This is an optimization exercise on Yosys and OpenROAD, whose aim is small area, a short achievable clock period and few clock cycles per item, not a production implementation. The RTL was checked by simulation tests, not by an equivalence proof against the original design. No activity file was given, so power comes from the tool's default toggle rates.

==> flow/constraint.sdc <==
create_clock -name core_clock -period 6.5 [get_ports {Clock}]
set_input_delay 1.3000 -clock core_clock [delete_from_list [all_inputs] [get_ports {Clock}]]
set_output_delay 1.3000 -clock core_clock [all_outputs]
set_load 0.01 [all_outputs]
==> flow/design.v <==
package entropy_pkg;
	localparam int WORD_W = 16;
	localparam int ADDR_W = 18;
	localparam int WINDOW_W = 32;
	localparam int COEF_W = 16;
	localparam int BLOCK_SIZE = 64;
	localparam int IDX_W = 6;
	localparam int FILL_W = $clog2(WINDOW_W + 1);  
	typedef logic signed [COEF_W-1:0] coef_t;
	typedef enum logic [2:0] {
		PAIR3,
		SINGLE3,
		SINGLE6,
		END_ZEROS,
		SINGLE9,
		ZERO_RUN
	} code_kind_t;
endpackage
module bit_window #(
	parameter int MEM_LATENCY = 2
) (
	input  logic Clock,
	input  logic Resetn,
	output logic [entropy_pkg::ADDR_W-1:0] mem_addr,
	output logic mem_rd,
	input  logic [entropy_pkg::WORD_W-1:0] mem_data,
	output logic [entropy_pkg::WINDOW_W-1:0] win_window,  
	output logic [entropy_pkg::FILL_W-1:0] win_fill,
	input  logic win_consume,
	input  logic [entropy_pkg::FILL_W-1:0] win_consume_len
);
	logic [entropy_pkg::WINDOW_W-1:0] window;
	logic [entropy_pkg::FILL_W-1:0] fill;
	logic [1:0] in_flight;
	logic [MEM_LATENCY-1:0] valid_pipe;
	logic arrive;
	logic issue;
	logic [entropy_pkg::FILL_W-1:0] kept;
	logic [entropy_pkg::WINDOW_W-1:0] shifted;
	logic [entropy_pkg::WINDOW_W-1:0] incoming;
	assign arrive = valid_pipe[MEM_LATENCY-1];
	assign issue = (7'(fill) + 7'({in_flight, 4'd0})) <= 7'(entropy_pkg::WORD_W);
	assign kept = win_consume ? fill - win_consume_len : fill;
	assign shifted = win_consume ? window << win_consume_len : window;
	assign incoming = {mem_data, {(entropy_pkg::WINDOW_W - entropy_pkg::WORD_W){1'b0}}} >> kept;
	always_ff @(posedge Clock or negedge Resetn) begin
		if (!Resetn) begin
			window <= '0;
			fill <= '0;
			in_flight <= '0;
			valid_pipe <= '0;
			mem_rd <= 1'b0;
			mem_addr <= '0;
		end else begin
			mem_rd <= issue;
			if (mem_rd) begin
				mem_addr <= mem_addr + 1'b1;  
			end
			valid_pipe <= (valid_pipe << 1) | MEM_LATENCY'(mem_rd);
			in_flight <= in_flight + 2'(issue) - 2'(arrive);
			if (arrive) begin
				window <= shifted | incoming;
				fill <= kept + entropy_pkg::FILL_W'(entropy_pkg::WORD_W);
			end else begin
				window <= shifted;
				fill <= kept;
			end
		end
	end
	assign win_window = window;
	assign win_fill = fill;
endmodule
module vlc_decoder (
	input  logic Clock,
	input  logic Resetn,
	input  logic hold,
	input  logic [entropy_pkg::WINDOW_W-1:0] win_window,  
	input  logic [entropy_pkg::FILL_W-1:0] win_fill,
	output logic win_consume,
	output logic [entropy_pkg::FILL_W-1:0] win_consume_len,
	output logic code_valid,
	output entropy_pkg::code_kind_t code_kind,
	output entropy_pkg::coef_t value_a,
	output entropy_pkg::coef_t value_b,
	output logic [3:0] run_len
);
	localparam int MAX_CODE_LEN = 13;
	logic [entropy_pkg::WINDOW_W-1:0] w;
	entropy_pkg::code_kind_t kind;
	logic [entropy_pkg::FILL_W-1:0] len;
	entropy_pkg::coef_t a;
	entropy_pkg::coef_t b;
	logic [3:0] n;
	logic go;
	assign w = win_window;
	always_comb begin
		kind = entropy_pkg::SINGLE3;
		len = entropy_pkg::FILL_W'(5);
		a = '0;
		b = '0;
		n = 4'd0;
		casez (w[31:28])
			4'b00??: begin
				kind = entropy_pkg::PAIR3;
				len = entropy_pkg::FILL_W'(8);
				a = {{(entropy_pkg::COEF_W - 3){w[29]}}, w[29:27]};
				b = {{(entropy_pkg::COEF_W - 3){w[26]}}, w[26:24]};
			end
			4'b01??: begin
				a = {{(entropy_pkg::COEF_W - 3){w[29]}}, w[29:27]};
			end
			4'b100?: begin
				kind = entropy_pkg::SINGLE6;
				len = entropy_pkg::FILL_W'(9);
				a = {{(entropy_pkg::COEF_W - 6){w[28]}}, w[28:23]};
			end
			4'b1010: begin
				kind = entropy_pkg::END_ZEROS;
				len = entropy_pkg::FILL_W'(4);
			end
			4'b1011: begin
				kind = entropy_pkg::SINGLE9;
				len = entropy_pkg::FILL_W'(13);
				a = {{(entropy_pkg::COEF_W - 9){w[27]}}, w[27:19]};
			end
			default: begin
				kind = entropy_pkg::ZERO_RUN;
				n = (w[29:27] == 3'd0) ? 4'd8 : {1'b0, w[29:27]};  
			end
		endcase
	end
	assign go = !hold && (win_fill >= entropy_pkg::FILL_W'(MAX_CODE_LEN));
	assign win_consume = go;
	assign win_consume_len = len;
	always_ff @(posedge Clock or negedge Resetn) begin
		if (!Resetn) begin
			code_valid <= 1'b0;
		end else begin
			code_valid <= go;
		end
	end
	always_ff @(posedge Clock) begin
		if (go) begin
			code_kind <= kind;
			value_a <= a;
			value_b <= b;
			run_len <= n;
		end
	end
endmodule
module coeff_sequencer (
	input  logic Clock,
	input  logic Resetn,
	input  logic start,
	input  logic code_valid,
	input  entropy_pkg::code_kind_t code_kind,
	input  entropy_pkg::coef_t value_a,
	input  entropy_pkg::coef_t value_b,
	input  logic [3:0] run_len,
	output logic hold,
	output logic coef_valid,
	output logic [entropy_pkg::IDX_W-1:0] coef_index,
	output entropy_pkg::coef_t coef_value,
	output logic block_ready
);
	typedef enum logic [2:0] {
		S_IDLE,
		S_DECODE,
		S_PAIR2,
		S_RUN,
		S_FILL,
		S_READY
	} seq_state_t;
	seq_state_t state;
	seq_state_t state_next;
	logic [entropy_pkg::IDX_W-1:0] scan;
	logic [3:0] zero_left;
	logic emit;
	entropy_pkg::coef_t emit_value;
	logic last;
	assign last = (scan == entropy_pkg::IDX_W'(entropy_pkg::BLOCK_SIZE - 1));
	always_comb begin
		state_next = state;
		emit = 1'b0;
		emit_value = '0;
		case (state)
			S_IDLE, S_READY: begin
				if (start) state_next = S_DECODE;
			end
			S_DECODE: begin
				if (code_valid) begin
					emit = 1'b1;
					emit_value = value_a;
					case (code_kind)
						entropy_pkg::PAIR3: state_next = S_PAIR2;
						entropy_pkg::END_ZEROS: begin
							emit_value = '0;
							state_next = S_FILL;
						end
						entropy_pkg::ZERO_RUN: begin
							emit_value = '0;
							if (run_len != 4'd1) state_next = S_RUN;
						end
						default: ;
					endcase
				end
			end
			S_PAIR2: begin
				emit = 1'b1;
				emit_value = value_b;
				state_next = S_DECODE;
			end
			S_RUN: begin
				emit = 1'b1;
				if (zero_left == 4'd1) state_next = S_DECODE;
			end
			S_FILL: emit = 1'b1;
			default: state_next = S_IDLE;
		endcase
		if (emit && last) state_next = S_READY;  
	end
	assign hold = (state_next != S_DECODE);
	always_ff @(posedge Clock or negedge Resetn) begin
		if (!Resetn) begin
			state <= S_IDLE;
			scan <= '0;
			zero_left <= 4'd0;
			coef_valid <= 1'b0;
			block_ready <= 1'b0;
		end else begin
			state <= state_next;
			coef_valid <= emit;
			block_ready <= (state_next == S_READY);
			if (emit) scan <= scan + 1'b1;  
			if (state == S_DECODE && code_valid && code_kind == entropy_pkg::ZERO_RUN) begin
				zero_left <= run_len - 4'd1;
			end else if (state == S_RUN) begin
				zero_left <= zero_left - 4'd1;
			end
		end
	end
	always_ff @(posedge Clock) begin
		if (emit) begin
			coef_index <= scan;
			coef_value <= emit_value;
		end
	end
endmodule
module dequantizer (
	input  logic Clock,
	input  logic start,
	input  logic q_select,
	input  logic coef_valid,
	input  logic [entropy_pkg::IDX_W-1:0] coef_index,
	input  entropy_pkg::coef_t coef_value,
	input  logic [entropy_pkg::IDX_W-1:0] rd_addr,
	output entropy_pkg::coef_t rd_data
);
	function automatic logic [entropy_pkg::IDX_W-1:0] zigzag(input logic [entropy_pkg::IDX_W-1:0] scan);
		case (scan)
			6'd0: zigzag = 6'd0;
			6'd1: zigzag = 6'd1;
			6'd2: zigzag = 6'd8;
			6'd3: zigzag = 6'd16;
			6'd4: zigzag = 6'd9;
			6'd5: zigzag = 6'd2;
			6'd6: zigzag = 6'd3;
			6'd7: zigzag = 6'd10;
			6'd8: zigzag = 6'd17;
			6'd9: zigzag = 6'd24;
			6'd10: zigzag = 6'd32;
			6'd11: zigzag = 6'd25;
			6'd12: zigzag = 6'd18;
			6'd13: zigzag = 6'd11;
			6'd14: zigzag = 6'd4;
			6'd15: zigzag = 6'd5;
			6'd16: zigzag = 6'd12;
			6'd17: zigzag = 6'd19;
			6'd18: zigzag = 6'd26;
			6'd19: zigzag = 6'd33;
			6'd20: zigzag = 6'd40;
			6'd21: zigzag = 6'd48;
			6'd22: zigzag = 6'd41;
			6'd23: zigzag = 6'd34;
			6'd24: zigzag = 6'd27;
			6'd25: zigzag = 6'd20;
			6'd26: zigzag = 6'd13;
			6'd27: zigzag = 6'd6;
			6'd28: zigzag = 6'd7;
			6'd29: zigzag = 6'd14;
			6'd30: zigzag = 6'd21;
			6'd31: zigzag = 6'd28;
			6'd32: zigzag = 6'd35;
			6'd33: zigzag = 6'd42;
			6'd34: zigzag = 6'd49;
			6'd35: zigzag = 6'd56;
			6'd36: zigzag = 6'd57;
			6'd37: zigzag = 6'd50;
			6'd38: zigzag = 6'd43;
			6'd39: zigzag = 6'd36;
			6'd40: zigzag = 6'd29;
			6'd41: zigzag = 6'd22;
			6'd42: zigzag = 6'd15;
			6'd43: zigzag = 6'd23;
			6'd44: zigzag = 6'd30;
			6'd45: zigzag = 6'd37;
			6'd46: zigzag = 6'd44;
			6'd47: zigzag = 6'd51;
			6'd48: zigzag = 6'd58;
			6'd49: zigzag = 6'd59;
			6'd50: zigzag = 6'd52;
			6'd51: zigzag = 6'd45;
			6'd52: zigzag = 6'd38;
			6'd53: zigzag = 6'd31;
			6'd54: zigzag = 6'd39;
			6'd55: zigzag = 6'd46;
			6'd56: zigzag = 6'd53;
			6'd57: zigzag = 6'd60;
			6'd58: zigzag = 6'd61;
			6'd59: zigzag = 6'd54;
			6'd60: zigzag = 6'd47;
			6'd61: zigzag = 6'd55;
			6'd62: zigzag = 6'd62;
			6'd63: zigzag = 6'd63;
			default: zigzag = '0;
		endcase
	endfunction
	function automatic logic [2:0] quant_exp(input logic q, input logic [entropy_pkg::IDX_W-1:0] p);
		if (!q) begin
			case (p)
				6'd0: quant_exp = 3'd3;
				6'd1: quant_exp = 3'd3;
				6'd2: quant_exp = 3'd3;
				6'd3: quant_exp = 3'd3;
				6'd4: quant_exp = 3'd4;
				6'd5: quant_exp = 3'd4;
				6'd6: quant_exp = 3'd4;
				6'd7: quant_exp = 3'd4;
				6'd8: quant_exp = 3'd3;
				6'd9: quant_exp = 3'd3;
				6'd10: quant_exp = 3'd3;
				6'd11: quant_exp = 3'd4;
				6'd12: quant_exp = 3'd4;
				6'd13: quant_exp = 3'd4;
				6'd14: quant_exp = 3'd4;
				6'd15: quant_exp = 3'd5;
				6'd16: quant_exp = 3'd3;
				6'd17: quant_exp = 3'd3;
				6'd18: quant_exp = 3'd4;
				6'd19: quant_exp = 3'd4;
				6'd20: quant_exp = 3'd4;
				6'd21: quant_exp = 3'd4;
				6'd22: quant_exp = 3'd5;
				6'd23: quant_exp = 3'd5;
				6'd24: quant_exp = 3'd3;
				6'd25: quant_exp = 3'd4;
				6'd26: quant_exp = 3'd4;
				6'd27: quant_exp = 3'd4;
				6'd28: quant_exp = 3'd4;
				6'd29: quant_exp = 3'd5;
				6'd30: quant_exp = 3'd5;
				6'd31: quant_exp = 3'd5;
				6'd32: quant_exp = 3'd4;
				6'd33: quant_exp = 3'd4;
				6'd34: quant_exp = 3'd4;
				6'd35: quant_exp = 3'd4;
				6'd36: quant_exp = 3'd5;
				6'd37: quant_exp = 3'd5;
				6'd38: quant_exp = 3'd5;
				6'd39: quant_exp = 3'd5;
				6'd40: quant_exp = 3'd4;
				6'd41: quant_exp = 3'd4;
				6'd42: quant_exp = 3'd4;
				6'd43: quant_exp = 3'd5;
				6'd44: quant_exp = 3'd5;
				6'd45: quant_exp = 3'd5;
				6'd46: quant_exp = 3'd5;
				6'd47: quant_exp = 3'd6;
				6'd48: quant_exp = 3'd4;
				6'd49: quant_exp = 3'd4;
				6'd50: quant_exp = 3'd5;
				6'd51: quant_exp = 3'd5;
				6'd52: quant_exp = 3'd5;
				6'd53: quant_exp = 3'd5;
				6'd54: quant_exp = 3'd6;
				6'd55: quant_exp = 3'd6;
				6'd56: quant_exp = 3'd4;
				6'd57: quant_exp = 3'd5;
				6'd58: quant_exp = 3'd5;
				6'd59: quant_exp = 3'd5;
				6'd60: quant_exp = 3'd5;
				6'd61: quant_exp = 3'd6;
				6'd62: quant_exp = 3'd6;
				6'd63: quant_exp = 3'd6;
				default: quant_exp = '0;
			endcase
		end else begin
			case (p)
				6'd0: quant_exp = 3'd1;
				6'd1: quant_exp = 3'd1;
				6'd2: quant_exp = 3'd2;
				6'd3: quant_exp = 3'd2;
				6'd4: quant_exp = 3'd3;
				6'd5: quant_exp = 3'd3;
				6'd6: quant_exp = 3'd4;
				6'd7: quant_exp = 3'd4;
				6'd8: quant_exp = 3'd1;
				6'd9: quant_exp = 3'd2;
				6'd10: quant_exp = 3'd2;
				6'd11: quant_exp = 3'd3;
				6'd12: quant_exp = 3'd3;
				6'd13: quant_exp = 3'd4;
				6'd14: quant_exp = 3'd4;
				6'd15: quant_exp = 3'd5;
				6'd16: quant_exp = 3'd2;
				6'd17: quant_exp = 3'd2;
				6'd18: quant_exp = 3'd3;
				6'd19: quant_exp = 3'd3;
				6'd20: quant_exp = 3'd4;
				6'd21: quant_exp = 3'd4;
				6'd22: quant_exp = 3'd5;
				6'd23: quant_exp = 3'd5;
				6'd24: quant_exp = 3'd2;
				6'd25: quant_exp = 3'd3;
				6'd26: quant_exp = 3'd3;
				6'd27: quant_exp = 3'd4;
				6'd28: quant_exp = 3'd4;
				6'd29: quant_exp = 3'd5;
				6'd30: quant_exp = 3'd5;
				6'd31: quant_exp = 3'd6;
				6'd32: quant_exp = 3'd3;
				6'd33: quant_exp = 3'd3;
				6'd34: quant_exp = 3'd4;
				6'd35: quant_exp = 3'd4;
				6'd36: quant_exp = 3'd5;
				6'd37: quant_exp = 3'd5;
				6'd38: quant_exp = 3'd6;
				6'd39: quant_exp = 3'd6;
				6'd40: quant_exp = 3'd3;
				6'd41: quant_exp = 3'd4;
				6'd42: quant_exp = 3'd4;
				6'd43: quant_exp = 3'd5;
				6'd44: quant_exp = 3'd5;
				6'd45: quant_exp = 3'd6;
				6'd46: quant_exp = 3'd6;
				6'd47: quant_exp = 3'd6;
				6'd48: quant_exp = 3'd4;
				6'd49: quant_exp = 3'd4;
				6'd50: quant_exp = 3'd5;
				6'd51: quant_exp = 3'd5;
				6'd52: quant_exp = 3'd6;
				6'd53: quant_exp = 3'd6;
				6'd54: quant_exp = 3'd6;
				6'd55: quant_exp = 3'd6;
				6'd56: quant_exp = 3'd4;
				6'd57: quant_exp = 3'd5;
				6'd58: quant_exp = 3'd5;
				6'd59: quant_exp = 3'd6;
				6'd60: quant_exp = 3'd6;
				6'd61: quant_exp = 3'd6;
				6'd62: quant_exp = 3'd6;
				6'd63: quant_exp = 3'd6;
				default: quant_exp = '0;
			endcase
		end
	endfunction
	entropy_pkg::coef_t store [entropy_pkg::BLOCK_SIZE];
	logic q_sel;
	logic [entropy_pkg::IDX_W-1:0] pos;
	logic [2:0] exp_val;
	entropy_pkg::coef_t scaled;
	assign pos = zigzag(coef_index);
	assign exp_val = quant_exp(q_sel, pos);
	assign scaled = coef_value <<< exp_val;
	always_ff @(posedge Clock) begin
		if (start) begin
			q_sel <= q_select;  
		end
		if (coef_valid) begin
			store[pos] <= scaled;
		end
		rd_data <= store[rd_addr];
	end
endmodule
module entropy_decode_top #(
	parameter int MEM_LATENCY = 2
) (
	input  logic Clock,
	input  logic Resetn,
	input  logic start,
	input  logic q_select,
	output logic [entropy_pkg::ADDR_W-1:0] mem_addr,
	output logic mem_rd,
	input  logic [entropy_pkg::WORD_W-1:0] mem_data,
	output logic block_ready,
	input  logic [entropy_pkg::IDX_W-1:0] rd_addr,
	output entropy_pkg::coef_t rd_data
);
	logic hold;
	logic code_valid;
	entropy_pkg::code_kind_t code_kind;
	entropy_pkg::coef_t value_a;
	entropy_pkg::coef_t value_b;
	logic [3:0] run_len;
	logic coef_valid;
	logic [entropy_pkg::IDX_W-1:0] coef_index;
	entropy_pkg::coef_t coef_value;
	logic [entropy_pkg::WINDOW_W-1:0] win_window;
	logic [entropy_pkg::FILL_W-1:0] win_fill;
	logic win_consume;
	logic [entropy_pkg::FILL_W-1:0] win_consume_len;
	bit_window #(
		.MEM_LATENCY(MEM_LATENCY)
	) u_window (
		.Clock(Clock),
		.Resetn(Resetn),
		.mem_addr(mem_addr),
		.mem_rd(mem_rd),
		.mem_data(mem_data),
		.win_window(win_window),
		.win_fill(win_fill),
		.win_consume(win_consume),
		.win_consume_len(win_consume_len)
	);
	vlc_decoder u_vlc (
		.Clock(Clock),
		.Resetn(Resetn),
		.hold(hold),
		.win_window(win_window),
		.win_fill(win_fill),
		.win_consume(win_consume),
		.win_consume_len(win_consume_len),
		.code_valid(code_valid),
		.code_kind(code_kind),
		.value_a(value_a),
		.value_b(value_b),
		.run_len(run_len)
	);
	coeff_sequencer u_seq (
		.Clock(Clock),
		.Resetn(Resetn),
		.start(start),
		.code_valid(code_valid),
		.code_kind(code_kind),
		.value_a(value_a),
		.value_b(value_b),
		.run_len(run_len),
		.hold(hold),
		.coef_valid(coef_valid),
		.coef_index(coef_index),
		.coef_value(coef_value),
		.block_ready(block_ready)
	);
	dequantizer u_deq (
		.Clock(Clock),
		.start(start),
		.q_select(q_select),
		.coef_valid(coef_valid),
		.coef_index(coef_index),
		.coef_value(coef_value),
		.rd_addr(rd_addr),
		.rd_data(rd_data)
	);
endmodule
==> flow/run.sh <==
#!/bin/bash
# synth_recipe.tcl (not shown) runs the flow's synth.tcl, then flattens the netlist and writes it again
# the make line also repeats each setting of config.mk as NAME=value (left out here)
make -C /OpenROAD-flow-scripts/flow DESIGN_CONFIG=/design/flow/config.mk WORK_HOME=/design/flow/orfs CLKGATE_MAP_FILE= SYNTH_SCRIPT=/design/flow/synth_recipe.tcl finish
==> flow/config.mk <==
export PLATFORM = sky130hd
export DESIGN_NAME = entropy_decode_top
export DESIGN_NICKNAME = entropy_decode_top
export VERILOG_FILES = /design/flow/design.v
export SDC_FILE = /design/flow/constraint.sdc
export NUM_CORES = 4
export LEC_CHECK = 0
export CAP_MARGIN = 20
export CORE_MARGIN = 2
export CORE_UTILIZATION = 40
export SLEW_MARGIN = 20
==> impl_metrics.csv <==
group,metric,value,unit
cts,cts-buffers-inserted,117,
grt,grt_pass1_wl,172000,um
finish,drive_gt1_frac,0.252,
drt,vias,24868,
drt,dr.first_iter.drc_count,2706,
grt,grt_pass1_vias,25199,
pwr,ir_drop,0.000631,V
cts,cts_buffer_depth,3,
min_path,worstHoldPathType,"reg -> reg",
timing,hold_ws,0.355,ns
synth,synthCells,2513,
drt,ant_nets,0,
drt,routed_wl,117000,um
die,initial_core_util,0.403,
drt,viasPerCell,5.68,
synth,synthesis.area_per_instance,19.2,um^2
cts,h-tree-depth,3,
timing,min_period,4.89,ns
grt,grt_max_degree,94,
run_status,status,"finished clean",
cts,cts_resized,0,
pwr,leakagePower,18.3,nW
timing,fin_skew,0.0662,ns
timing,tightest_slew,1.05,ns
timing,timing.fmax,0.204,GHz
cts,clock-sinks,1158,
cts,cts_setup_buffers,0,
worst_setup_path,r2r_slack,1.61,ns
cts,ctsHoldBuffers,0,
pwr,finalPower,28.6,mW
grt,grtUsageMet1,0.261,
drt,drc,0,
grt,antenna_found_initial,4,
drt,wire_per_inst,26.8,um
die,boundaryPins,62,
die,die_area,0.123,mm^2
cts,clkTransAtPathRegs,0.06,ns
cts,cts-root-buf,"clkbuf_16",
finish,fin_nets,2727,
timing,tns,0,ns
cts,tritoncts,"yes",
synth,async_reset_ff_frac,0.0665,
synth,syn_nets,2577,
synth,seq_area_frac_synth,0.709,
synth,yosys_most_used_dff,"edfxtp_1",
grt,overflow,0,
placed_design,finalWeightedCongestion,0.838,
worst_setup_path,crit_arrival,5.38,ns
placed_design,dp_slack,1.44,ns
grt,busiest_layer,"met2",
timing,worst_slack,1.61,ns
grt,grtUsageMet3,0.0281,
synth,synth_area,0.0482,mm^2
worst_setup_path,crit_type,"reg -> reg",
worst_setup_path,start_kind,"register",
die,coreArea,0.120,mm^2
die,die_w,351,um
placed_design,place_hpwl,70000,um
worst_setup_path,cp_max_fo,33,
timing,report.final.setup_viol,0,
pwr,powerDensity,518,mW/mm^2
timing,fin_crit_sh,0.753,
timing,drv_slew,0,
placed_design,port_buffers,61,
grt,grt_usage,0.192,
cts,clk_latency,0.72,ns
finish,nFillCells,9948,
synth,yosys_warnings,4,
timing,rsz0062_at_grt,"no",
timing,max_slew_margin,0.301,
worst_setup_path,required,6.98,ns
finish,syn2layout_area_growth,14.7,%
flow_run,maxCapViolCount,0,
die,fp.dieH,351,um
synth,netlist-cell-type-count,87,
drt,drt-pass1-iter-count,5,
synth,synth_edf_count,1059,
die,rows,127,
timing,finalHoldViolCount,0,
worst_setup_path,end_kind,"register",
grt,grt_use_met2,0.325,
synth,ys_ff_latch,1158,
==> per-stage QoR <==
stage          cells  utilization  cell area [um^2]
2_1_floorplan   2513            -             48200
3_3_place_gp    4151        0.428             51200
3_5_place_dp    4154        0.429             51300
4_1_cts         4373        0.461             55200
5_1_grt         4375        0.462             55300
6_report        4378        0.462             55300
==> synthesized netlist by cell type, types with 33 or more instances <==
cell type | number | share of area
inv_1 | 40 | 0.0031
nand2_1 | 132 | 0.010
mux4_2 | 339 | 0.16
edfxtp_1 | 1059 | 0.66
clkbuf_1 | 90 | 0.0070
dfrtp_1 | 77 | 0.040
o21ai_0 | 42 | 0.0044
mux2i_1 | 88 | 0.018
ha_1 | 37 | 0.0096
a21oi_1 | 69 | 0.0072
buf_1 | 33 | 0.0026
nor2_1 | 131 | 0.010
==> flip-flops by register name, indices dropped and copies added, names as in the netlist, 2 cells and up <==
| signal | cells |
|---|---|
| u_deq.store | 1024 |
| u_seq.scan | 6 |
| u_vlc.run_len | 4 |
| u_window.valid_pipe | 2 |
| u_seq.state | 3 |
| u_window.mem_addr | 18 |
| u_seq.zero_left | 4 |
| u_deq.pos | 6 |
| u_window.fill | 6 |
| u_seq.coef_value | 9 |
| u_window.window | 32 |
| u_vlc.code_kind | 3 |
| u_vlc.value_b | 3 |
| u_vlc.value_a | 9 |
| u_deq.rd_data | 16 |
| u_window.in_flight | 2 |
| u_seq.coef_index | 6 |
==> path summary, 6_finish.rpt <==
| path | start | to | cells after the start |
|---|---|---|---|
| max | u_deq.pos[2] | u_deq.store[56][10] | 10 |
| min | u_window.valid_pipe[0] | u_window.valid_pipe[1] | 0 |
| max reg2reg | u_deq.pos[2] | u_deq.store[56][10] | 10 |
| min reg2reg | u_window.valid_pipe[0] | u_window.valid_pipe[1] | 0 |
| max in group asynchronous | Resetn | u_window.fill[0] | 1 |
| min in group asynchronous | Resetn | u_window.mem_rd | 1 |
==> per-layer routing <==
layer	vias to the layer above	wire length (um)
li1	10643	-
met1	13250	49300
met2	807	58800
met3	168	6360
met4	0	3000
met5	-	0
==> where the power goes <==
group	leakage (nW)	total, mW	internal, mW	switching (mW)
combinational	5.56	9.82	2.95	6.86
sequential	10.9	12.0	11.5	0.491
clock	1.92	6.77	3.96	2.81
==> layout by cell type, fill, tap and decap left out, types with 15 or more instances in the layout <==
cell type and n:
edfxtp_1 1059, mux4_2 339, nand2_1 131, nor2_1 125, clkbuf_16 119, buf_4 107, mux2i_1 86, dfrtp_1 77
a21oi_1 67, clkdlybuf4s50_1 56, inv_1 40, o21ai_0 38, ha_1 37, xnor2_1 28, clkbuf_1 26, clkinv_2 26
nand3_1 23, clkinv_1 22, dfxtp_1 22, o221ai_1 19, mux2_2 17, a31oi_1 17, and3_1 15, a211oi_1 15
==> cell families after synthesis <==
group,share of synthesized area
fa+ha+maj,0.0100
simple gates,0.0352
flops,0.709
compound gates,0.0406
buf+inv,0.0160
mux,0.182
xor+xnor,0.00724
==> area by class of cell <==
class | count | area (um^2) | area share
clock inverter | 67 | 729 | 0.0132
inverter | 44 | 165 | 0.00299
clock buffer | 152 | 3170 | 0.0574
tap | 1612 | 2020 | 0.0365
multi-input combinational | 1166 | 13400 | 0.242
timing repair buffer | 176 | 1640 | 0.0297
sequential | 1158 | 34200 | 0.618
antenna | 3 | 7.51 | 0.000136
==> critical path, stage by stage, from the launching register on <==
cell,delay [ns]
dfxtp_1,0.57
inv_1,0.27
ha_1,0.35
nor2b_1,0.14
a2111oi_0,0.41
a311o_1,0.21
o21ai_0,0.11
a221oi_2,0.89
o21ai_0,0.53
a21oi_4,0.91
buf_12,0.28
Testbench counts, summed over its fixed seeds: cycles 45,773, blocks 320.

-- what the ideal ports hide --
In the flow no input, the clock included, has a driving cell. The finished layout below was timed again as built, in two steps. Step 1: set_driving_cell puts a clkbuf_16 on Clock and a buf_2 on each other input, an assumption about the parent block. Step 2, shift: input delay + t, output delay - t, t = (earliest + latest rising clock arrival at the registers) / 2. This alone moves slack from input paths to output paths. a / b / c = ideal ports / drivers / drivers and shift; a / b = the first two.
t, ns: 0.752
setup WS [ns]: 1.605 / 1.605 / 1.450
hold slack, ns: 0.355 / 0.355 / 0.355
worst setup path after step 2: input to register
worst data-port slew with drivers (ns): 0.05
After both steps setup and hold are still met in this run. The setup slack of this run moves by 0.000 ns with the drivers and by -0.155 ns with both steps.
